This design comes from an exercise in tuning for small area and a short achievable clock period on the open sky130 flow, not from production work.
RTL that was checked went through simulation tests only; none was proved equivalent to the original.
Function not checked in runs 2 and 3: the RTL went through the layout flow alone.
No run shown here takes its clock network from TritonCTS; it comes from the design's own scripts or RTL.
The clock input has no modelled driver; a real chip could not lean on it and would need a root buffer or a full tree.
No activity file was given, so power comes from the tool's default toggle rates.

==> flow/design.v (outline; a module is shown in full before it is edited, if it fits) <==
// module core_settings_regs: 239 lines
// module stick_deadzone: 39 lines
// module color_correct: 64 lines
// module cc_rb: 582 lines
// module rtc_packer: 30 lines
// module core_top: 67 lines
module core_top #(
  parameter int reset_pulse_cycles = 1048576
) (
  input  logic                          clk_74a,
  input  logic                          pll_core_locked,
  input  logic [core_pkg::bridge_w-1:0] bridge_addr,
  input  logic                          bridge_wr,
  input  logic [core_pkg::bridge_w-1:0] bridge_wr_data,
  input  logic [31:0]                   cont1_joy,
  input  logic [core_pkg::bridge_w-1:0] rtc_date,
  input  logic [core_pkg::bridge_w-1:0] rtc_time,
  input  logic [core_pkg::rgb_w-1:0]    rgb_in,
  input  logic                          de_in,
  input  logic                          vs_in,
  input  logic [core_pkg::chan_w-1:0]   snap_index,
  output logic                          core_reset,
  output logic [core_pkg::chan_w-1:0]   stick_x,
  output logic [core_pkg::chan_w-1:0]   stick_y,
  output logic [23:0]                   video_rgb,
  output logic                          video_de,
  output logic [core_pkg::rtc_w-1:0]    rtc_word
);
  // ...
==> flow/flow/run.sh <==
#!/bin/bash
# The standard layout (standard.sh), with these changes to how it is made:
# - the ports get the smallest buffer (buf_1) instead of the delay buffer
#   buffer_ports picks by itself;
# - after synthesis, polar.py removes inverters between adder cells by
#   flipping full adders (a full adder is self-dual), without touching the
#   registers or changing the logic function;
# - after global placement, the gate that makes core_reset gets its own
#   buffer on pll_core_locked (clone_reset_buf.tcl), apart from the reset tree;
# - after clock tree synthesis, its 17-buffer H-tree is replaced by a root
#   buffer and leaf buffers over equal-size k-means groups of the registers, as many
#   groups (from 8) as keep the estimated clock-pin slew under 95 ps
#   (post_cts.tcl, manual_cts.tcl);
# - the constant outputs share the tie cells synthesis made, instead of one
#   tie cell per output (SKIP_REPAIR_TIE_FANOUT).
# The constraints (constraint.sdc) and everything else are the standard flow's.
set -eo pipefail
export BUFFER_PORTS_ARGS="-buffer_cell sky130_fd_sc_hd__buf_1"
export SETUP_SLACK_MARGIN=10.5
export SKIP_REPAIR_TIE_FANOUT=1
export CTS_ARGS="-sink_clustering_enable -repair_clock_nets -buf_list sky130_fd_sc_hd__clkbuf_8 -dont_use_dummy_load"
export POST_CTS_TCL=$PWD/flow/post_cts.tcl
export MCTS_LEAVES=8
export MCTS_SLEW_TARGET=0.095
export MCTS_LEAF=sky130_fd_sc_hd__clkbuf_8
export MCTS_ROOT=sky130_fd_sc_hd__clkbuf_8
RES=$PWD/orfs/results/sky130hd/core_top/base
bash standard.sh $RES/1_2_yosys.v 2>&1 | tee standard_0.log
python3 flow/polar.py $RES/1_2_yosys.v $RES/1_2_yosys.v 2>&1 | tee polar.log
bash standard.sh $RES/3_3_place_gp.odb 2>&1 | tee standard_1.log
CLONE_ODB=$RES/3_3_place_gp.odb openroad -no_init -exit flow/clone_reset_buf.tcl 2>&1 | tee clone.log
bash standard.sh 2>&1 | tee standard_2.log
==> flow/flow/clone_reset_buf.tcl <==
# Give the core_reset gate its own input buffer on pll_core_locked, so that
# the combinational pll_core_locked -> core_reset path does not wait on the
# buffer that also drives the registers' reset tree.
set odb_file $::env(CLONE_ODB)
read_db $odb_file
set block [ord::get_db_block]
set db [ord::get_db]
set pnet [$block findNet pll_core_locked]
set inbuf ""
foreach it [$pnet getITerms] {
  if {[$it isInputSignal]} { set inbuf [$it getInst] }
}
if {$inbuf eq ""} { puts "clone: no input buffer found"; exit 0 }
set bnet [[$inbuf findITerm X] getNet]
# core_reset port -> output buffer -> gate
set onet [$block findNet core_reset]
set obuf ""
foreach it [$onet getITerms] { if {[$it isOutputSignal]} { set obuf [$it getInst] } }
set gnet [[$obuf findITerm A] getNet]
proc driver_inst {net} {
  foreach it [$net getITerms] { if {[$it isOutputSignal]} { return [$it getInst] } }
  return ""
}
# search the fan-in cone of core_reset (a few gates deep) for the input pin
# fed by the pll_core_locked input buffer, directly or through buffers
proc on_inbuf {net bnet} {
  for {set k 0} {$k < 4} {incr k} {
    if {[$net getName] eq [$bnet getName]} { return 1 }
    set d [driver_inst $net]
    if {$d eq "" || ![string match "*buf*" [[$d getMaster] getName]]} { return 0 }
    set net [[$d findITerm A] getNet]
  }
  return 0
}
set gpin ""
set frontier [list $gnet]
for {set lvl 0} {$lvl < 4 && $gpin eq ""} {incr lvl} {
  set next {}
  foreach net $frontier {
    set g [driver_inst $net]
    if {$g eq ""} { continue }
    foreach it [$g getITerms] {
      if {![$it isInputSignal] || [$it getNet] eq "NULL"} { continue }
      if {[on_inbuf [$it getNet] $bnet]} { set gpin $it; set gate $g; break }
      lappend next [$it getNet]
    }
    if {$gpin ne ""} { break }
  }
  set frontier $next
}
if {$gpin eq ""} { puts "clone: core_reset gate not on the input buffer net"; exit 0 }
puts "clone: input buffer [$inbuf getName], output buffer [$obuf getName], gate [$gate getName] pin [[$gpin getMTerm] getName]"
set m [$db findMaster sky130_fd_sc_hd__buf_1]
set ni [odb::dbInst_create $block $m "core_reset_pll_buf"]
set nn [odb::dbNet_create $block "core_reset_pll_net"]
[$ni findITerm A] connect $pnet
[$ni findITerm X] connect $nn
$gpin disconnect
$gpin connect $nn
foreach t [$ni getITerms] { set n [$t getMTerm]; if {[$n getSigType] eq "POWER"} { $t connect [$block findNet VDD] } ; if {[$n getSigType] eq "GROUND"} { $t connect [$block findNet VSS] } }
set loc [$gate getLocation]
$ni setLocation [lindex $loc 0] [lindex $loc 1]
$ni setPlacementStatus PLACED
write_db $odb_file
==> flow/flow/manual_cts.tcl <==
# Manual clock tree: the clock port drives one root buffer, which drives one
# leaf buffer per group of registers; the groups are formed by k-means on the
# register positions, with each group limited to an equal share of the
# registers (assignment of the closest register-centre pairs first).
# Used instead of TritonCTS's H-tree, which for this small
# design builds 17 buffers.
proc manual_clock_tree {nleaf leaf_master root_master} {
  set block [ord::get_db_block]
  set db [ord::get_db]
  set clknet [$block findNet clk_74a]
  set sinks {}
  foreach it [$clknet getITerms] {
    if {[$it isInputSignal]} { lappend sinks $it }
  }
  set n [llength $sinks]
  # positions
  set xs {}; set ys {}
  foreach it $sinks {
    set b [[$it getInst] getBBox]
    lappend xs [expr {([$b xMin] + [$b xMax]) / 2.0}]
    lappend ys [expr {([$b yMin] + [$b yMax]) / 2.0}]
  }
  # k-means, initial centres spread along x then y
  set idx [lsort -integer -indices [lmap x $xs {expr {int($x)}}]]
  set cx {}; set cy {}
  for {set k 0} {$k < $nleaf} {incr k} {
    set i [lindex $idx [expr {int(($k + 0.5) * $n / $nleaf)}]]
    lappend cx [lindex $xs $i]; lappend cy [lindex $ys $i]
  }
  set cap [expr {($n + $nleaf - 1) / $nleaf}]
  for {set iter 0} {$iter < 30} {incr iter} {
    # capacity-limited assignment: closest (sink, centre) pairs first
    set pairs {}
    for {set i 0} {$i < $n} {incr i} {
      for {set k 0} {$k < $nleaf} {incr k} {
        lappend pairs [list [expr {abs([lindex $xs $i] - [lindex $cx $k]) + abs([lindex $ys $i] - [lindex $cy $k])}] $i $k]
      }
    }
    set pairs [lsort -real -index 0 $pairs]
    set asg [lrepeat $n -1]
    set cnt [lrepeat $nleaf 0]
    foreach p $pairs {
      lassign $p d i k
      if {[lindex $asg $i] >= 0 || [lindex $cnt $k] >= $cap} { continue }
      lset asg $i $k
      lset cnt $k [expr {[lindex $cnt $k] + 1}]
    }
    set ncx {}; set ncy {}
    for {set k 0} {$k < $nleaf} {incr k} {
      set sx 0; set sy 0; set c 0
      for {set i 0} {$i < $n} {incr i} {
        if {[lindex $asg $i] == $k} { set sx [expr {$sx + [lindex $xs $i]}]; set sy [expr {$sy + [lindex $ys $i]}]; incr c }
      }
      if {$c > 0} { lappend ncx [expr {$sx / $c}]; lappend ncy [expr {$sy / $c}] } else { lappend ncx [lindex $cx $k]; lappend ncy [lindex $cy $k] }
    }
    set cx $ncx; set cy $ncy
  }
  set lm [$db findMaster $leaf_master]
  if {$root_master ne "none"} { set rm [$db findMaster $root_master] }
  set vdd [$block findNet VDD]; set vss [$block findNet VSS]
  proc pg {inst vdd vss} {
    foreach t [$inst getITerms] {
      set s [[$t getMTerm] getSigType]
      if {$s eq "POWER"} { $t connect $vdd }
      if {$s eq "GROUND"} { $t connect $vss }
    }
  }
  # root buffer at the centre of the leaves
  set rx 0; set ry 0
  foreach x $cx y $cy { set rx [expr {$rx + $x}]; set ry [expr {$ry + $y}] }
  set rx [expr {int($rx / $nleaf)}]; set ry [expr {int($ry / $nleaf)}]
  if {$root_master eq "none"} {
    set rnet $clknet
  } else {
    set root [odb::dbInst_create $block $rm "clkroot_buf"]
    set rnet [odb::dbNet_create $block "clkroot_net"]
    $rnet setSigType CLOCK
    [$root findITerm A] connect $clknet
    [$root findITerm X] connect $rnet
    pg $root $vdd $vss
    $root setLocation $rx $ry; $root setPlacementStatus PLACED
  }
  for {set k 0} {$k < $nleaf} {incr k} {
    set lb [odb::dbInst_create $block $lm "clkleaf_buf_$k"]
    set lnet [odb::dbNet_create $block "clkleaf_net_$k"]
    $lnet setSigType CLOCK
    [$lb findITerm A] connect $rnet
    [$lb findITerm X] connect $lnet
    pg $lb $vdd $vss
    $lb setLocation [expr {int([lindex $cx $k])}] [expr {int([lindex $cy $k])}]
    $lb setPlacementStatus PLACED
    for {set i 0} {$i < $n} {incr i} {
      if {[lindex $asg $i] == $k} {
        set it [lindex $sinks $i]
        $it disconnect
        $it connect $lnet
      }
    }
  }
  puts "manual_clock_tree: $n sinks, $nleaf leaves"
}
==> flow/flow/polar.py <==
#!/usr/bin/env python3
"""Inverter cleanup on a mapped sky130 netlist from yosys.

A full adder is self-dual: FA(~a, ~b, ~c) = (~sum, ~cout). Yosys's extract_fa
leaves inverters between adder cells when neighbouring adders were extracted
in opposite polarity. This pass flips full adders where that removes
inverters, and removes inverter pairs. The logic function is unchanged.
usage: polar.py in.v out.v
"""
import re, sys, collections

INV = "sky130_fd_sc_hd__inv_1"
FA_RE = re.compile(r"sky130_fd_sc_hd__fa_\d+$")

def parse(text):
    # split module into header, cell instances, trailer
    m = re.search(r"(module\s.*?;)(.*)(endmodule)", text, re.S)
    head, body, tail = text[:m.end(1)], m.group(2), text[m.start(3):]
    items = []   # list of ("raw", str) or ("cell", typ, name, [(pin, net)])
    pos = 0
    cell_re = re.compile(r"\s*(sky130_fd_sc_hd__\w+)\s+(\S+)\s*\((.*?)\);", re.S)
    for stmt in re.finditer(r"[^;]*;", body, re.S):
        s = stmt.group(0)
        cm = cell_re.fullmatch(s)
        if cm:
            pins = [(p, n.strip()) for p, n in re.findall(r"\.(\w+)\(([^()]*)\)", cm.group(3))]
            items.append(["cell", cm.group(1), cm.group(2), pins])
        else:
            items.append(["raw", s])
        pos = stmt.end()
    rest = body[pos:]
    return head, items, rest, tail

OUTPINS = {"X", "Y", "Q", "Q_N", "SUM", "COUT", "HI", "LO"}

def run(text):
    head, items, rest, tail = parse(text)
    cells = [it for it in items if it[0] == "cell"]
    newwires = []
    cnt = [0]
    def fresh():
        cnt[0] += 1
        w = f"_polar{cnt[0]}_"
        newwires.append(w)
        return w
    def build():
        drv, loads = {}, collections.defaultdict(list)
        for c in cells:
            if c[0] != "cell": continue
            for i, (p, n) in enumerate(c[3]):
                if p in OUTPINS: drv[n] = (c, p)
                else: loads[n].append((c, i))
        return drv, loads
    protected = set()  # nets that are ports: never remove their drivers' identity
    ports = set(re.findall(r"(?:input|output)\s+(?:\[[^\]]*\]\s*)?([^;\s]+)", head + "".join(x[1] for x in items if x[0] == "raw")))
    changed = True
    rounds = 0
    while changed and rounds < 50:
        changed = False; rounds += 1
        drv, loads = build()
        # 1) inverter pairs: inv(inv(x)) -> x for loads that are not ports
        for c in cells:
            if c[0] != "cell" or c[1] != INV: continue
            a = dict(c[3])["A"]; y = dict(c[3])["Y"]
            d = drv.get(a)
            if d and d[0][1] == INV and y not in ports:
                x = dict(d[0][3])["A"]
                for (lc, i) in loads[y]:
                    lc[3][i] = (lc[3][i][0], x)
                c[0] = "dead"; changed = True
        if changed: 
            cells[:] = [c for c in cells if c[0] == "cell"]
            # drop inverters with no loads
            drv, loads = build()
            for c in cells:
                if c[1] == INV and dict(c[3])["Y"] not in ports and not loads[dict(c[3])["Y"]]:
                    c[0] = "dead"
            cells[:] = [c for c in cells if c[0] == "cell"]
            continue
        # 2) flip a full adder when that saves inverters
        best = None
        for c in cells:
            if not FA_RE.match(c[1]): continue
            pins = dict(c[3])
            ins = [pins["A"], pins["B"], pins["CIN"]]
            outs = [pins["SUM"], pins["COUT"]]
            cost = 0
            for n in ins:
                d = drv.get(n)
                if d and d[0][1] == INV and len(loads[n]) == 1 and n not in ports:
                    cost -= 1          # its inverter goes away
                else:
                    cost += 1          # needs a new inverter
            for n in outs:
                ls = loads[n]
                if n in ports or not ls: cost += 1; continue
                if all(lc[1] == INV for lc, _ in ls):
                    cost -= len(ls)    # each load inverter goes away
                    cost += 0
                else:
                    cost += 1          # new inverter on the output
            if cost < 0 and (best is None or cost < best[0]):
                best = (cost, c)
        if best:
            cost, c = best
            pins = dict(c[3])
            newpins = []
            for p, n in c[3]:
                if p in ("A", "B", "CIN"):
                    d = drv.get(n)
                    if d and d[0][1] == INV and len(loads[n]) == 1 and n not in ports:
                        newpins.append((p, dict(d[0][3])["A"])); d[0][0] = "dead"
                    else:
                        w = fresh(); cells.append(["cell", INV, f"_polar_i{cnt[0]}_", [("A", n), ("Y", w)]])
                        newpins.append((p, w))
                elif p in ("SUM", "COUT"):
                    ls = loads[n]
                    w = fresh()
                    if n not in ports and ls and all(lc[1] == INV for lc, _ in ls):
                        # every load is an inverter: they now see the true value
                        for lc, i in ls:
                            y = dict(lc[3])["Y"]
                            for (llc, j) in loads[y]:
                                llc[3][j] = (llc[3][j][0], w)
                            if y in ports:
                                lc[3] = [("A", w), ("Y", y)]; lc[1] = "sky130_fd_sc_hd__buf_1"
                            else:
                                lc[0] = "dead"
                    else:
                        cells.append(["cell", INV, f"_polar_o{cnt[0]}_", [("A", w), ("Y", n)]])
                    newpins.append((p, w))
                else:
                    newpins.append((p, n))
            c[3] = newpins
            cells[:] = [x for x in cells if x[0] == "cell"]
            changed = True
    # re-emit
    out = [head]
    wires = "".join(f"\n  wire {w};" for w in newwires)
    out.append(wires)
    for it in items:
        if it[0] == "raw": out.append(it[1])
    for c in cells:
        pins = ",\n".join(f"    .{p}({n}{' ' if n.startswith(chr(92)) else ''})" for p, n in c[3])
        out.append(f"\n  {c[1]} {c[2]} (\n{pins}\n  );")
    out.append(rest); out.append("\n" + tail)
    return "".join(out)

if __name__ == "__main__":
    text = open(sys.argv[1]).read()
    res = run(text)
    open(sys.argv[2], "w").write(res)
    b = len(re.findall(INV + r"\s", text)); a = len(re.findall(INV + r"\s", res))
    print(f"polar: inverters {b} -> {a}", file=sys.stderr)
==> flow/flow/post_cts.tcl <==
source [file join [file dirname [info script]] manual_cts.tcl]
set block [ord::get_db_block]
set clknet [$block findNet clk_74a]
set sinks {}
foreach inst [$block getInsts] {
  set ck [$inst findITerm CLK]
  if {$ck ne "NULL" && [$ck getNet] ne "NULL"} { lappend sinks $ck }
}
proc remove_tree {block} {
  set removed 0
  foreach inst [$block getInsts] {
    set n [$inst getName]
    if {[string match "clkbuf_*" $n] || [string match "clkload*" $n] || [string match "clkroot_buf" $n] || [string match "clkleaf_buf_*" $n]} {
      odb::dbInst_destroy $inst; incr removed
    }
  }
  foreach net [$block getNets] {
    set n [$net getName]
    if {[string match "clknet_*" $n] || $n eq "clkroot_net" || [string match "clkleaf_net_*" $n]} { odb::dbNet_destroy $net }
  }
  return $removed
}
proc worst_clk_slew {} {
  estimate_parasitics -placement
  set worst 0
  foreach pin [get_pins -of_objects [all_registers] -filter "name==CLK"] {
    set s [get_property $pin slew_max]
    if {$s > $worst} { set worst $s }
  }
  return $worst
}
set target $::env(MCTS_SLEW_TARGET)
for {set nleaf $::env(MCTS_LEAVES)} {$nleaf <= 20} {incr nleaf} {
  set removed [remove_tree $block]
  foreach ck $sinks { if {[$ck getNet] ne "NULL"} { $ck disconnect }; $ck connect $clknet }
  manual_clock_tree $nleaf $::env(MCTS_LEAF) $::env(MCTS_ROOT)
  set w [worst_clk_slew]
  puts "post_cts: $nleaf leaves, removed $removed cells, worst clock-pin slew $w"
  if {$w <= $target} { break }
}
detailed_placement
check_placement -verbose
set w [worst_clk_slew]
puts "post_cts: after legalizing, worst clock-pin slew $w"
==> flow/standard.sh <==
#!/bin/bash
# synth_recipe.tcl (not shown) runs the flow's synth.tcl, then flattens the netlist and writes it again
# the make line also repeats each setting of config.mk as NAME=value (left out here)
make -C /OpenROAD-flow-scripts/flow DESIGN_CONFIG=/design/flow/config.mk WORK_HOME=/design/flow/orfs CLKGATE_MAP_FILE= SYNTH_SCRIPT=/design/flow/synth_recipe.tcl "${@:-finish}"
==> flow/config.mk <==
export PLATFORM = sky130hd
export DESIGN_NAME = core_top
export DESIGN_NICKNAME = core_top
export VERILOG_FILES = /design/flow/design.v
export SDC_FILE = /design/flow/constraint.sdc
export NUM_CORES = 4
export LEC_CHECK = 0
export CAP_MARGIN = 20
export CORE_MARGIN = 2
export CORE_UTILIZATION = 40
export SLEW_MARGIN = 20
export TNS_END_PERCENT = 0
==> flow/constraint.sdc <==
create_clock -name core_clock -period 18.0 [get_ports {clk_74a}]
set_input_delay 3.6000 -clock core_clock [delete_from_list [all_inputs] [get_ports {clk_74a}]]
set_output_delay 3.6000 -clock core_clock [all_outputs]
set_load 0.01 [all_outputs]
==> run_results.csv, run 1 <==
group,metric,value,unit
status,status,"finished clean",
timing,max_freq,133,MHz
final_layout,largestClassByArea,"multi-input gates",
floorplan,dieArea,24600,um2
drt,topRoutingLayerUsed,"met4",
timing,slew_headroom,38.9,%
job,maxCapViolations,0,
floorplan,ios,304,
timing,whs,478,ps
floorplan,start_util,41.0,%
floorplan,die_x,157,um
final_layout,nFillCells,2218,
power_and_ir_drop,finalPower,0.711,mW
worst_setup_path,timing.critical_path.buf_inv,2,
timing,finalHoldViolCount,0,
hold_path,hold_depth,1,
worst_setup_path,path_max_fanout,3,
final_layout,final_common_cell,"buf_1",
global_route,grt-busiest-layer,"met2",
final_layout,final_cell_mix,"buf_1, dfrtp_1, inv_1",
drt,wl_met2,11000,um
power_and_ir_drop,leakage,4.54,nW
power_and_ir_drop,power.switching,0.256,mW
logic_synthesis,avgSynthCellArea,9.39,um2
hold_path,hold_class,"flop to flop",
final_layout,final_nets,1426,
power_and_ir_drop,clk-power,0.136,mW
worst_setup_path,r2r_start,"i_settings.strength[1]$_DFFE_PN0P_",
placed_design,post-place-ws,9470,ps
placed_design,postPlaceCellArea,9930,um2
==> module core_settings_regs, before the edit <==
module core_settings_regs #(
  parameter int reset_pulse_cycles = 1048576
) (
  input  logic                          clk_74a,
  input  logic                          pll_core_locked,
  input  logic                          bridge_wr,
  input  logic [core_pkg::bridge_w-1:0] bridge_addr,
  input  logic [core_pkg::bridge_w-1:0] bridge_wr_data,
  output logic                          core_reset,
  output logic [core_pkg::chan_w-1:0]   deadzone,
  output logic [core_pkg::chan_w-1:0]   strength,
  output logic                          square_pixels
);
  localparam logic [19:0] pulse_start = 20'h00001;
  localparam logic [19:0] pulse_last  = 20'h80000;
  logic [19:0] pulse_lfsr;
  logic        pulse_active;
  always_ff @(posedge clk_74a or negedge pll_core_locked) begin
    if (!pll_core_locked) begin
      pulse_lfsr   <= '0;
      pulse_active <= 1'b0;
    end else if (bridge_wr && bridge_addr == core_pkg::addr_reset_pulse) begin
      pulse_lfsr   <= pulse_start;
      pulse_active <= 1'b1;
    end else begin
      if (pulse_lfsr == pulse_last) begin
        pulse_lfsr <= '0;
      end else begin
        pulse_lfsr <= {pulse_lfsr[18:0], pulse_lfsr[19] ^ pulse_lfsr[16]};
      end
      if (pulse_lfsr == '0) begin
        pulse_active <= 1'b0;
      end
    end
  end
  if (reset_pulse_cycles != 1048576) begin : g_count
    localparam int cnt_w = $clog2(reset_pulse_cycles + 1);
    logic [cnt_w-1:0] pulse_count;
    always_ff @(posedge clk_74a or negedge pll_core_locked) begin
      if (!pll_core_locked) begin
        pulse_count <= '0;
      end else begin
        if (pulse_count != '0) begin
          pulse_count <= pulse_count - cnt_w'(1);
        end
        if (bridge_wr && bridge_addr == core_pkg::addr_reset_pulse) begin
          pulse_count <= cnt_w'(reset_pulse_cycles);
        end
      end
    end
    assign core_reset = !pll_core_locked || (pulse_count != '0);
  end else begin : g_lfsr_out
    assign core_reset = !pll_core_locked || pulse_active;
  end
  logic [2:0] strength_g;
  logic [7:0] strength_raw;
  logic [7:0] strength_next;
  always_comb begin
    case (bridge_wr_data[6:0])
      7'd0: strength_g = 3'd0;
      7'd1: strength_g = 3'd0;
      7'd2: strength_g = 3'd0;
      7'd3: strength_g = 3'd0;
      7'd4: strength_g = 3'd0;
      7'd5: strength_g = 3'd0;
      7'd6: strength_g = 3'd0;
      7'd7: strength_g = 3'd0;
      7'd8: strength_g = 3'd0;
      7'd9: strength_g = 3'd0;
      7'd10: strength_g = 3'd0;
      7'd11: strength_g = 3'd1;
      7'd12: strength_g = 3'd0;
      7'd13: strength_g = 3'd1;
      7'd14: strength_g = 3'd0;
      7'd15: strength_g = 3'd1;
      7'd16: strength_g = 3'd0;
      7'd17: strength_g = 3'd1;
      7'd18: strength_g = 3'd0;
      7'd19: strength_g = 3'd1;
      7'd20: strength_g = 3'd1;
      7'd21: strength_g = 3'd1;
      7'd22: strength_g = 3'd1;
      7'd23: strength_g = 3'd1;
      7'd24: strength_g = 3'd1;
      7'd25: strength_g = 3'd1;
      7'd26: strength_g = 3'd1;
      7'd27: strength_g = 3'd1;
      7'd28: strength_g = 3'd1;
      7'd29: strength_g = 3'd1;
      7'd30: strength_g = 3'd1;
      7'd31: strength_g = 3'd2;
      7'd32: strength_g = 3'd1;
      7'd33: strength_g = 3'd2;
      7'd34: strength_g = 3'd1;
      7'd35: strength_g = 3'd2;
      7'd36: strength_g = 3'd1;
      7'd37: strength_g = 3'd2;
      7'd38: strength_g = 3'd1;
      7'd39: strength_g = 3'd2;
      7'd40: strength_g = 3'd2;
      7'd41: strength_g = 3'd2;
      7'd42: strength_g = 3'd2;
      7'd43: strength_g = 3'd2;
      7'd44: strength_g = 3'd2;
      7'd45: strength_g = 3'd2;
      7'd46: strength_g = 3'd2;
      7'd47: strength_g = 3'd2;
      7'd48: strength_g = 3'd2;
      7'd49: strength_g = 3'd2;
      7'd50: strength_g = 3'd2;
      7'd51: strength_g = 3'd3;
      7'd52: strength_g = 3'd2;
      7'd53: strength_g = 3'd3;
      7'd54: strength_g = 3'd2;
      7'd55: strength_g = 3'd3;
      7'd56: strength_g = 3'd2;
      7'd57: strength_g = 3'd3;
      7'd58: strength_g = 3'd2;
      7'd59: strength_g = 3'd3;
      7'd60: strength_g = 3'd3;
      7'd61: strength_g = 3'd3;
      7'd62: strength_g = 3'd3;
      7'd63: strength_g = 3'd3;
      7'd64: strength_g = 3'd3;
      7'd65: strength_g = 3'd3;
      7'd66: strength_g = 3'd3;
      7'd67: strength_g = 3'd3;
      7'd68: strength_g = 3'd3;
      7'd69: strength_g = 3'd3;
      7'd70: strength_g = 3'd3;
      7'd71: strength_g = 3'd4;
      7'd72: strength_g = 3'd3;
      7'd73: strength_g = 3'd4;
      7'd74: strength_g = 3'd3;
      7'd75: strength_g = 3'd4;
      7'd76: strength_g = 3'd3;
      7'd77: strength_g = 3'd4;
      7'd78: strength_g = 3'd3;
      7'd79: strength_g = 3'd4;
      7'd80: strength_g = 3'd4;
      7'd81: strength_g = 3'd4;
      7'd82: strength_g = 3'd4;
      7'd83: strength_g = 3'd4;
      7'd84: strength_g = 3'd4;
      7'd85: strength_g = 3'd4;
      7'd86: strength_g = 3'd4;
      7'd87: strength_g = 3'd4;
      7'd88: strength_g = 3'd4;
      7'd89: strength_g = 3'd4;
      7'd90: strength_g = 3'd4;
      7'd91: strength_g = 3'd5;
      7'd92: strength_g = 3'd4;
      7'd93: strength_g = 3'd5;
      7'd94: strength_g = 3'd4;
      7'd95: strength_g = 3'd5;
      7'd96: strength_g = 3'd4;
      7'd97: strength_g = 3'd5;
      7'd98: strength_g = 3'd4;
      7'd99: strength_g = 3'd5;
      7'd100: strength_g = 3'd5;
      7'd101: strength_g = 3'd5;
      7'd102: strength_g = 3'd5;
      7'd103: strength_g = 3'd5;
      7'd104: strength_g = 3'd5;
      7'd105: strength_g = 3'd5;
      7'd106: strength_g = 3'd5;
      7'd107: strength_g = 3'd5;
      7'd108: strength_g = 3'd5;
      7'd109: strength_g = 3'd5;
      7'd110: strength_g = 3'd5;
      7'd111: strength_g = 3'd6;
      7'd112: strength_g = 3'd5;
      7'd113: strength_g = 3'd6;
      7'd114: strength_g = 3'd5;
      7'd115: strength_g = 3'd6;
      7'd116: strength_g = 3'd5;
      7'd117: strength_g = 3'd6;
      7'd118: strength_g = 3'd5;
      7'd119: strength_g = 3'd6;
      7'd120: strength_g = 3'd6;
      7'd121: strength_g = 3'd6;
      7'd122: strength_g = 3'd6;
      7'd123: strength_g = 3'd6;
      7'd124: strength_g = 3'd6;
      7'd125: strength_g = 3'd6;
      7'd126: strength_g = 3'd6;
      7'd127: strength_g = 3'd6;
    endcase
  end
  wire st_0 = bridge_wr_data[0] ^ bridge_wr_data[2];
  wire st_1 = bridge_wr_data[0] & bridge_wr_data[2];
  wire st_2 = bridge_wr_data[1] ^ bridge_wr_data[3] ^ strength_g[2];
  wire st_3 = (bridge_wr_data[1] & bridge_wr_data[3]) | (bridge_wr_data[1] & strength_g[2]) | (bridge_wr_data[3] & strength_g[2]);
  wire st_4 = bridge_wr_data[2] ^ bridge_wr_data[4];
  wire st_5 = bridge_wr_data[2] & bridge_wr_data[4];
  wire st_6 = bridge_wr_data[3] ^ bridge_wr_data[5];
  wire st_7 = bridge_wr_data[3] & bridge_wr_data[5];
  wire st_8 = bridge_wr_data[4] ^ bridge_wr_data[6];
  wire st_9 = bridge_wr_data[4] & bridge_wr_data[6];
  wire st_10 = bridge_wr_data[1] ^ strength_g[0];
  wire st_11 = bridge_wr_data[1] & strength_g[0];
  wire st_12 = st_0 ^ strength_g[1] ^ st_11;
  wire st_13 = (st_0 & strength_g[1]) | (st_0 & st_11) | (strength_g[1] & st_11);
  wire st_14 = st_1 ^ st_2 ^ st_13;
  wire st_15 = (st_1 & st_2) | (st_1 & st_13) | (st_2 & st_13);
  wire st_16 = st_3 ^ st_4 ^ st_15;
  wire st_17 = (st_3 & st_4) | (st_3 & st_15) | (st_4 & st_15);
  wire st_18 = st_5 ^ st_6 ^ st_17;
  wire st_19 = (st_5 & st_6) | (st_5 & st_17) | (st_6 & st_17);
  wire st_20 = st_7 ^ st_8 ^ st_19;
  wire st_21 = (st_7 & st_8) | (st_7 & st_19) | (st_8 & st_19);
  wire st_22 = st_9 ^ bridge_wr_data[5] ^ st_21;
  wire st_23 = (st_9 & bridge_wr_data[5]) | (st_9 & st_21) | (bridge_wr_data[5] & st_21);
  wire st_24 = bridge_wr_data[6] ^ 1'b0 ^ st_23;
  wire st_25 = (bridge_wr_data[6] & 1'b0) | (bridge_wr_data[6] & st_23) | (1'b0 & st_23);
  assign strength_raw  = {st_24, st_22, st_20, st_18, st_16, st_14, st_12, st_10};
  assign strength_next = strength_raw | {8{bridge_wr_data[7:0] >= 8'd100}};
  always_ff @(posedge clk_74a or negedge pll_core_locked) begin
    if (!pll_core_locked) begin
      deadzone      <= '0;
      strength      <= '0;
      square_pixels <= 1'b0;
    end else if (bridge_wr) begin
      case (bridge_addr)
        core_pkg::addr_deadzone: begin
          deadzone <= bridge_wr_data[core_pkg::chan_w-1:0];
        end
        core_pkg::addr_color_corr: begin
          strength <= strength_next;
        end
        core_pkg::addr_square_pixels: begin
          square_pixels <= bridge_wr_data[0];
        end
        default: begin
        end
      endcase
    end
  end
endmodule
==> module stick_deadzone, before the edit <==
module stick_deadzone (
  input  logic                        clk_74a,
  input  logic                        pll_core_locked,
  input  logic [core_pkg::chan_w-1:0] joy_x,
  input  logic [core_pkg::chan_w-1:0] joy_y,
  input  logic [core_pkg::chan_w-1:0] deadzone,
  output logic [core_pkg::chan_w-1:0] stick_x,
  output logic [core_pkg::chan_w-1:0] stick_y
);
  logic [6:0] ux;
  logic [6:0] uy;
  logic [7:0] sum_s;
  logic [7:0] sum_c;
  logic       ny;
  logic       outside;
  assign ux = joy_x[6:0] ^ {7{~joy_x[7]}};
  assign uy = joy_y[6:0] ^ {7{~joy_y[7]}};
  assign sum_s = {~deadzone[7], ux ^ uy ^ ~deadzone[6:0]};
  assign sum_c = {(ux & uy) | (ux & ~deadzone[6:0]) | (uy & ~deadzone[6:0]), ~joy_x[7]};
  assign ny    = ~joy_y[7];
  wire dz_0 = (sum_s[0] & sum_c[0]) | ((sum_s[0] | sum_c[0]) & ny);
  wire dz_1 = (sum_s[1] & sum_c[1]) | ((sum_s[1] | sum_c[1]) & dz_0);
  wire dz_2 = (sum_s[2] & sum_c[2]) | ((sum_s[2] | sum_c[2]) & dz_1);
  wire dz_3 = (sum_s[3] & sum_c[3]) | ((sum_s[3] | sum_c[3]) & dz_2);
  wire dz_4 = (sum_s[4] & sum_c[4]) | ((sum_s[4] | sum_c[4]) & dz_3);
  wire dz_5 = (sum_s[5] & sum_c[5]) | ((sum_s[5] | sum_c[5]) & dz_4);
  wire dz_6 = (sum_s[6] & sum_c[6]) | ((sum_s[6] | sum_c[6]) & dz_5);
  wire dz_7 = (sum_s[7] & sum_c[7]) | ((sum_s[7] | sum_c[7]) & dz_6);
  assign outside = dz_7;
  always_ff @(posedge clk_74a or negedge pll_core_locked) begin
    if (!pll_core_locked) begin
      stick_x <= core_pkg::stick_center;
      stick_y <= core_pkg::stick_center;
    end else begin
      stick_x <= outside ? joy_x : core_pkg::stick_center;
      stick_y <= outside ? joy_y : core_pkg::stick_center;
    end
  end
endmodule
==> module core_top, before the edit <==
module core_top #(
  parameter int reset_pulse_cycles = 1048576
) (
  input  logic                          clk_74a,
  input  logic                          pll_core_locked,
  input  logic [core_pkg::bridge_w-1:0] bridge_addr,
  input  logic                          bridge_wr,
  input  logic [core_pkg::bridge_w-1:0] bridge_wr_data,
  input  logic [31:0]                   cont1_joy,
  input  logic [core_pkg::bridge_w-1:0] rtc_date,
  input  logic [core_pkg::bridge_w-1:0] rtc_time,
  input  logic [core_pkg::rgb_w-1:0]    rgb_in,
  input  logic                          de_in,
  input  logic                          vs_in,
  input  logic [core_pkg::chan_w-1:0]   snap_index,
  output logic                          core_reset,
  output logic [core_pkg::chan_w-1:0]   stick_x,
  output logic [core_pkg::chan_w-1:0]   stick_y,
  output logic [23:0]                   video_rgb,
  output logic                          video_de,
  output logic [core_pkg::rtc_w-1:0]    rtc_word
);
  logic [core_pkg::chan_w-1:0] deadzone;
  logic [core_pkg::chan_w-1:0] strength;
  logic                        square_pixels;
  core_settings_regs #(
    .reset_pulse_cycles(reset_pulse_cycles)
  ) i_settings (
    .clk_74a        (clk_74a),
    .pll_core_locked(pll_core_locked),
    .bridge_wr      (bridge_wr),
    .bridge_addr    (bridge_addr),
    .bridge_wr_data (bridge_wr_data),
    .core_reset     (core_reset),
    .deadzone       (deadzone),
    .strength       (strength),
    .square_pixels  (square_pixels)
  );
  stick_deadzone i_stick (
    .clk_74a        (clk_74a),
    .pll_core_locked(pll_core_locked),
    .joy_x          (cont1_joy[7:0]),
    .joy_y          (cont1_joy[15:8]),
    .deadzone       (deadzone),
    .stick_x        (stick_x),
    .stick_y        (stick_y)
  );
  color_correct i_color (
    .clk_74a        (clk_74a),
    .pll_core_locked(pll_core_locked),
    .rgb_in         (rgb_in),
    .de_in          (de_in),
    .vs_in          (vs_in),
    .snap_index     (snap_index),
    .strength       (strength),
    .square_pixels  (square_pixels),
    .video_rgb      (video_rgb),
    .video_de       (video_de)
  );
  rtc_packer i_rtc (
    .clk_74a        (clk_74a),
    .pll_core_locked(pll_core_locked),
    .rtc_date       (rtc_date),
    .rtc_time       (rtc_time),
    .rtc_word       (rtc_word)
  );
endmodule
==> inputs of run 2 (changes only) <==
--- a/flow/design.v
+++ b/flow/design.v
@@ -38,5 +38,5 @@
   input  logic [core_pkg::bridge_w-1:0] bridge_wr_data,
   output logic                          core_reset,
-  output logic [core_pkg::chan_w-1:0]   deadzone,
+  output logic [core_pkg::chan_w-1:0]   deadzone_n,
   output logic [core_pkg::chan_w-1:0]   strength,
   output logic                          square_pixels
@@ -248,5 +248,5 @@
   always_ff @(posedge clk_74a or negedge pll_core_locked) begin
     if (!pll_core_locked) begin
-      deadzone      <= '0;
+      deadzone_n    <= '1;
       strength      <= '0;
       square_pixels <= 1'b0;
@@ -254,5 +254,5 @@
       case (bridge_addr)
         core_pkg::addr_deadzone: begin
-          deadzone <= bridge_wr_data[core_pkg::chan_w-1:0];
+          deadzone_n <= ~bridge_wr_data[core_pkg::chan_w-1:0];
         end
         core_pkg::addr_color_corr: begin
@@ -273,5 +273,5 @@
   input  logic [core_pkg::chan_w-1:0] joy_x,
   input  logic [core_pkg::chan_w-1:0] joy_y,
-  input  logic [core_pkg::chan_w-1:0] deadzone,
+  input  logic [core_pkg::chan_w-1:0] deadzone_n,
   output logic [core_pkg::chan_w-1:0] stick_x,
   output logic [core_pkg::chan_w-1:0] stick_y
@@ -285,6 +285,6 @@
   assign ux = joy_x[6:0] ^ {7{~joy_x[7]}};
   assign uy = joy_y[6:0] ^ {7{~joy_y[7]}};
-  assign sum_s = {~deadzone[7], ux ^ uy ^ ~deadzone[6:0]};
-  assign sum_c = {(ux & uy) | (ux & ~deadzone[6:0]) | (uy & ~deadzone[6:0]), ~joy_x[7]};
+  assign sum_s = {deadzone_n[7], ux ^ uy ^ deadzone_n[6:0]};
+  assign sum_c = {(ux & uy) | (ux & deadzone_n[6:0]) | (uy & deadzone_n[6:0]), ~joy_x[7]};
   assign ny    = ~joy_y[7];
   wire dz_0 = (sum_s[0] & sum_c[0]) | ((sum_s[0] | sum_c[0]) & ny);
@@ -1005,5 +1005,5 @@
   output logic [core_pkg::rtc_w-1:0]    rtc_word
 );
-  logic [core_pkg::chan_w-1:0] deadzone;
+  logic [core_pkg::chan_w-1:0] deadzone_n;
   logic [core_pkg::chan_w-1:0] strength;
   logic                        square_pixels;
@@ -1017,5 +1017,5 @@
     .bridge_wr_data (bridge_wr_data),
     .core_reset     (core_reset),
-    .deadzone       (deadzone),
+    .deadzone_n     (deadzone_n),
     .strength       (strength),
     .square_pixels  (square_pixels)
@@ -1026,5 +1026,5 @@
     .joy_x          (cont1_joy[7:0]),
     .joy_y          (cont1_joy[15:8]),
-    .deadzone       (deadzone),
+    .deadzone_n     (deadzone_n),
     .stick_x        (stick_x),
     .stick_y        (stick_y)
==> run_results.csv, run 2 <==
group,metric,value,unit
drt,dr.pass1.iters,5,
floorplan,die_h,158,um
power_and_ir_drop,power.switching,0.268,mW
placed_design,port_buffers,184,
floorplan,ios,304,
timing,finalSetupViolations,0,
final_layout,syn_to_final_growth,10.2,%
final_layout,largest_register_ffs,32,
final_layout,fin_util,44.8,%
worst_setup_path,path_max_fanout,9,
timing,fin_crit,7550,ps
final_layout,final_cell_mix,"buf_1, dfrtp_1, inv_1",
worst_setup_path,cpMostUsedCell,"o21ai_1",
worst_setup_path,crit_family,"compound AO/OA/AOI/OAI gates",
timing,max_freq,132,MHz
drt,vias,7280,
placed_design,post-place-ws,9510,ps
floorplan,rows,56,
logic_synthesis,syn_nets,1312,
final_layout,fin_cells,1434,
global_route,antenna_found_initial,1,
floorplan,core,23400,um2
power_and_ir_drop,finalPower,0.734,mW
clock_network,clock-sinks,114,
power_and_ir_drop,switching_share,36.5,%
timing,rsz0062_at_grt,"yes",
final_layout,final_common_cell,"buf_1",
floorplan,die_x,158,um
hold_path,min_from,"i_settings.deadzone_n[7]$_DFFE_PN1P_",
drt,avgViaCountPerCell,5.08,
timing,slew_violations,0,
timing,postLayoutSetupSlackWorst,10450,ps
logic_synthesis,yosysWarningCount,5,
logic_synthesis,synthCells,1000,
global_route,grtUsageTotal,18.3,%
final_layout,reg_top3,"i_rtc.prev_time: 32 flops, i_color.video_rgb: 24 flops, i_settings.pulse_lfsr: 20 flops",
worst_setup_path,cp-end-kind,"flop",
final_layout,nFillCells,2318,
final_layout,final-seq-area,2870,um2
global_route,grt-ovfl-total,0,
timing,worst_pin_slew,950,ps
timing,skew,17.0,ps
placed_design,dp_cells,1405,
worst_setup_path,path_cells,"buf_12 -> or3_4 -> o311a_1 -> a221oi_2 -> or2_4 -> and2_4 -> nand2_1 -> o21ai_1 -> inv_1 -> fa_1 -> inv_2 -> fa_2 -> o2bb2ai_2 -> o221ai_2 -> nand3_2 -> a32oi_2 -> nand2_2 -> a311oi_4 -> xnor2_1 -> o21ai_1",
power_and_ir_drop,vdd_ir_drop_max,0.0528,mV
worst_setup_path,crit_start,"rgb_in[17]",
hold_path,hold_class,"flop to flop",
logic_synthesis,avgSynthCellArea,9.52,um2
placed_design,gp_congestion,0.869,
timing,slew_headroom,36.7,%
final_layout,drive_gt1_share,11.4,%
power_and_ir_drop,p_int,0.466,mW
global_route,grt_max_degree,76,
drt,drt-initial-drc-count,337,
power_and_ir_drop,leakage,4.52,nW
timing,finalHoldViolCount,0,
power_and_ir_drop,p_clk_share,18.9,%
power_and_ir_drop,p_seq_share,39.3,%
worst_setup_path,critPathSlowestCell,"fa_2",
worst_setup_path,startpoint_type,"input pin",
status,status,"finished clean",
power_and_ir_drop,p_comb_share,41.7,%
final_layout,final_area,10500,um2
clock_network,clk_pin_slew_worst_paths,80,ps
drt,wl_per_cell,15.9,um
worst_setup_path,worstPathArrival,7830,ps
worst_setup_path,critPathRequiredTime,18280,ps
worst_setup_path,r2r_start,"i_settings.strength[1]$_DFFE_PN0P_",
global_route,grt_pass1_wl,37200,um
global_route,grt_pass1_vias,7374,
timing,finalSetupTns,0,ps
job,maxCapViolations,0,
clock_network,insertion_delay,410,ps
logic_synthesis,netlist_area,9520,um2
final_layout,multiInputGateArea,5810,um2
floorplan,dieArea,25000,um2
worst_setup_path,timing.critical_path.buf_inv,3,
timing,period_share,42.0,%
worst_setup_path,critPathKind,"input pin to flop",
drt,antenna_left,0,
drt,drcViolationCount,0,
timing,whs,473,ps
final_layout,top_register,"i_rtc.prev_time",
placed_design,postPlaceCellArea,10000,um2
worst_setup_path,slowest_delay,550,ps
final_layout,final_nets,1428,
power_and_ir_drop,power.density,70.0,nW/um2
floorplan,start_util,40.7,%
placed_design,dp_hpwl,17700,um
drt,postRouteWirelength,22800,um
==> run 2: final timing paths <==
kind	end	cells after the start	slack [ps]
worst max-delay path	i_color.video_rgb[22]$_DFFE_PN0P_	20	10450
worst min-delay path	i_settings.deadzone_n[7]$_DFFE_PN1P_	2	470
worst max register to register	i_color.video_rgb[22]$_DFFE_PN0P_	27	10740
worst min register to register	i_settings.deadzone_n[7]$_DFFE_PN1P_	2	470
max in group asynchronous	i_rtc.prev_time[4]$_DFF_PN0_	2	13440
min in group asynchronous	i_settings.pulse_lfsr[12]$_DFF_PN0_	1	3190
==> run 2: power by group through the flow <==
stage,clock [mW],combinational [mW],sequential (mW)
final,0.139,0.306,0.289
after detailed placement,0,0.282,0.293
after floorplan,0,0.204,0.301
after global routing,0.155,0.347,0.290
after global placement,0,0.277,0.294
==> run 2: routing by layer <==
metal  part of all wire (%)  routed length, um  vias to the layer above  GRT usage [%]
met3                    5.2               1180                       20           3.62
li1                       -                  -                     3569              -
met4                    1.4                316                        2           3.22
met5                  0.044                 10                        -              0
met1                     44              10000                     3538           24.0
met2                     49              11300                      151           31.8
==> run 2: layout make-up <==
type,count,share of cell area [%]
Buffer,12,1.48
Tap cell,319,3.81
Timing Repair Buffer,207,8.78
Sequential cell,114,27.4
Multi-Input combinational cell,696,55.4
Antenna cell,1,0.0239
Inverter,85,3.08
==> run 2: worst register-to-register path: cells and delay by family (launching register included) <==
family / cells / cell delay [ps]
AO/OA/AOI/OAI: 6 / 970
XOR/XNOR: 3 / 420
adder cells (fa/ha/maj): 12 / 4740
buffers and inverters: 3 / 220
flip-flops: 1 / 440
AND/OR/NAND/NOR: 3 / 330
==> inputs of run 3 (changes only) <==
--- a/flow/flow/run.sh
+++ b/flow/flow/run.sh
@@ -12,4 +12,6 @@
 #   groups (from 8) as keep the estimated clock-pin slew under 95 ps
 #   (post_cts.tcl, manual_cts.tcl);
+# - timing repair aims for 10.3 ns of setup slack, well beyond the 18 ns
+#   constraint, so that it shortens the critical paths.
 # - the constant outputs share the tie cells synthesis made, instead of one
 #   tie cell per output (SKIP_REPAIR_TIE_FANOUT).
@@ -17,5 +19,5 @@
 set -eo pipefail
 export BUFFER_PORTS_ARGS="-buffer_cell sky130_fd_sc_hd__buf_1"
-export SETUP_SLACK_MARGIN=10.5
+export SETUP_SLACK_MARGIN=10.3
 export SKIP_REPAIR_TIE_FANOUT=1
 export CTS_ARGS="-sink_clustering_enable -repair_clock_nets -buf_list sky130_fd_sc_hd__clkbuf_8 -dont_use_dummy_load"
--- a/flow/config.mk
+++ b/flow/config.mk
@@ -10,3 +10,2 @@
 export CORE_UTILIZATION = 40
 export SLEW_MARGIN = 20
-export TNS_END_PERCENT = 0
==> run_results.csv, run 3 <==
group,metric,value,unit
clock_network,clk_pin_slew_worst_paths,80,ps
power_and_ir_drop,vdd_ir_drop_max,0.0563,mV
worst_setup_path,crit_start,"rgb_in[20]",
placed_design,dp_hpwl,17600,um
final_layout,syn_to_final_growth,9.68,%
global_route,grt_pass1_vias,7311,
power_and_ir_drop,leakage,4.50,nW
timing,rsz0062_at_grt,"no",
power_and_ir_drop,p_comb_share,41.4,%
logic_synthesis,avgSynthCellArea,9.52,um2
power_and_ir_drop,power.switching,0.265,mW
worst_setup_path,timing.rr.end,"i_color.video_rgb[23]$_DFFE_PN0P_",
clock_network,insertion_delay,400,ps
drt,avgViaCountPerCell,5.09,
worst_setup_path,reg2reg_depth,28,
worst_setup_path,timing.critical_path.buf_inv,4,
worst_setup_path,critPathSlowestCell,"fa_2",
logic_synthesis,syn_nets,1312,
power_and_ir_drop,p_int,0.462,mW
final_layout,diodes,0,
global_route,grt-ovfl-total,0,
power_and_ir_drop,p_seq_share,39.7,%
timing,slew_headroom,42.4,%
floorplan,start_util,40.7,%
power_and_ir_drop,power.density,69.6,nW/um2
worst_setup_path,cp-endpoint,"i_color.video_rgb[23]$_DFFE_PN0P_",
drt,drt-initial-drc-count,392,
drt,antenna_left,0,
global_route,grt_pass1_wl,36400,um
floorplan,rows,56,
worst_setup_path,slowest_delay,560,ps
hold_path,hold_class,"flop to flop",
global_route,grtUsageTotal,17.9,%
final_layout,top_register,"i_rtc.prev_time",
timing,finalHoldViolCount,0,
final_layout,fin_util,44.6,%
worst_setup_path,startpoint_type,"input pin",
worst_setup_path,worstPathArrival,7860,ps
drt,wl_per_cell,15.8,um
timing,finalSetupTns,0,ps
status,status,"finished clean",
timing,fin_crit,7550,ps
clock_network,clock-sinks,114,
worst_setup_path,cp.depth,21,
timing,finalSetupViolations,0,
timing,worst_pin_slew,863,ps
worst_setup_path,path_max_fanout,9,
job,maxCapViolations,0,
floorplan,die_h,158,um
final_layout,drive_gt1_share,10.5,%
worst_setup_path,cp-end-kind,"flop",
placed_design,port_buffers,184,
placed_design,gp_congestion,0.872,
drt,dr.pass1.iters,5,
power_and_ir_drop,p_clk_share,18.9,%
timing,period_share,41.9,%
logic_synthesis,yosysWarningCount,5,
power_and_ir_drop,switching_share,36.4,%
worst_setup_path,ff2ff_setup_slack,10690,ps
final_layout,reg_top3,"i_rtc.prev_time: 32 flops, i_color.video_rgb: 24 flops, i_settings.pulse_lfsr: 20 flops",
floorplan,die_x,158,um
drt,postRouteWirelength,22700,um
worst_setup_path,critPathRequiredTime,18320,ps
drt,drcViolationCount,0,
floorplan,ios,304,
timing,skew,16.7,ps
worst_setup_path,critPathKind,"input pin to flop",
global_route,antenna_found_initial,1,
floorplan,dieArea,25000,um2
floorplan,core,23400,um2
worst_setup_path,r2r_start,"i_settings.strength[0]$_DFFE_PN0P_",
logic_synthesis,synthCells,1000,
final_layout,final_nets,1428,
final_layout,final_common_cell,"buf_1",
timing,slew_violations,0,
drt,vias,7301,
worst_setup_path,path_cells,"clkbuf_2 -> or3b_2 -> o311a_1 -> a221oi_2 -> or2_4 -> and2_4 -> nand2_1 -> o21ai_1 -> inv_1 -> fa_1 -> inv_1 -> fa_2 -> nor2_1 -> o21ai_1 -> nand4_1 -> a32oi_2 -> nand2_2 -> a311oi_4 -> buf_4 -> nand3_1 -> o211ai_1",
final_layout,final_cell_mix,"buf_1, dfrtp_1, inv_1",
global_route,grt_max_degree,69,
worst_setup_path,crit_family,"compound AO/OA/AOI/OAI gates",
timing,max_freq,133,MHz
final_layout,largest_register_ffs,32,
logic_synthesis,netlist_area,9520,um2
-- run 3: worst register-to-register path, delay by kind of cell (launching register included) --
family / cells / cell delay, ps
compound gates: 6 / 970
xor+xnor: 2 / 270
fa+ha+maj: 12 / 4710
buf+inv: 4 / 390
flops: 1 / 470
simple gates: 4 / 400
-- run 3: layout make-up --
| class | instances | area (um2) |
|---|---|---|
| fillers | 2331 | 13000 |
| multi-input cells | 696 | 5780 |
| flip-flops and latches | 114 | 2870 |
| repair buffers | 207 | 901 |
| well taps | 319 | 399 |
| inverters | 85 | 330 |
| plain buffers | 12 | 155 |
-- run 3: routing by layer --
| metal | track usage (%) | up-vias | routed length, um |
|---|---|---|---|
| met4 | 2.23 | 2 | 217 |
| li1 | - | 3564 | - |
| met2 | 31.9 | 163 | 11400 |
| met5 | 0 | - | 11 |
| met1 | 23.2 | 3556 | 9760 |
| met3 | 3.54 | 16 | 1260 |
-- run 3: worst min-delay path by stage --
stage | from | end | slack (ps) | cells after the start
floorplan | i_settings.deadzone_n[7]$_DFFE_PN1P_ | i_settings.deadzone_n[7]$_DFFE_PN1P_ | 450 | 2
global placement | i_settings.deadzone_n[7]$_DFFE_PN1P_ | i_settings.deadzone_n[7]$_DFFE_PN1P_ | 460 | 2
global route | i_settings.deadzone_n[7]$_DFFE_PN1P_ | i_settings.deadzone_n[7]$_DFFE_PN1P_ | 490 | 2
finish | i_rtc.rtc_changed$_DFF_PN0_ | i_rtc.rtc_changed$_DFF_PN0_ | 470 | 1
detailed placement | i_settings.deadzone_n[7]$_DFFE_PN1P_ | i_settings.deadzone_n[7]$_DFFE_PN1P_ | 450 | 2
-- run 3: power by group through the flow --
stage | logic (mW) | registers, mW | clock network [mW]
2_1_floorplan | 0.204 | 0.301 | 0
3_3_place_gp | 0.277 | 0.293 | 0
3_5_place_dp | 0.281 | 0.294 | 0
5_1_grt | 0.340 | 0.291 | 0.153
6_report | 0.301 | 0.289 | 0.137
-- run 3: per-stage QoR --
step	instance area [um2]	setup slack [ps]	hold slack (ps)	total power [mW]	cells
detailed placement	10000	9630	454	0.575	1405
floorplan	9550	10240	445	0.505	1000
global placement	10000	9660	460	0.571	1404
global route	10400	10260	486	0.783	1433
finish	10400	10450	470	0.727	1433

-- port drivers added, routing unchanged --
The results above use ideal ports. As a check the final layouts listed here were re-extracted and re-timed, cells and wires unchanged.
Step 1 assumes that a clkbuf_16 drives the clock port and a buf_2 every other input.
Step 2 times the ports against the registers' clock, not the clock port: input delays grow and output delays shrink by t, the midpoint of the rising clock arrivals with the driver on.
a / b / c = no drivers / after step 1 / after step 2; a / b = the first two.
| run | shift t [ns] | setup WS [ns] | cell pins on the clock port's net |
|---|---|---|---|
| run 1 | 0.424 | 10.460 / 10.425 / 10.105 | 1 |
| run 2 | 0.433 | 10.448 / 10.428 / 9.995 | 1 |
| run 3 | 0.425 | 10.454 / 10.431 / 10.035 | 1 |
After both steps setup and hold are still met in every run listed. For run 2, which loses most, drivers alone change the setup slack by -0.020 ns; drivers and shift together by -0.453 ns.
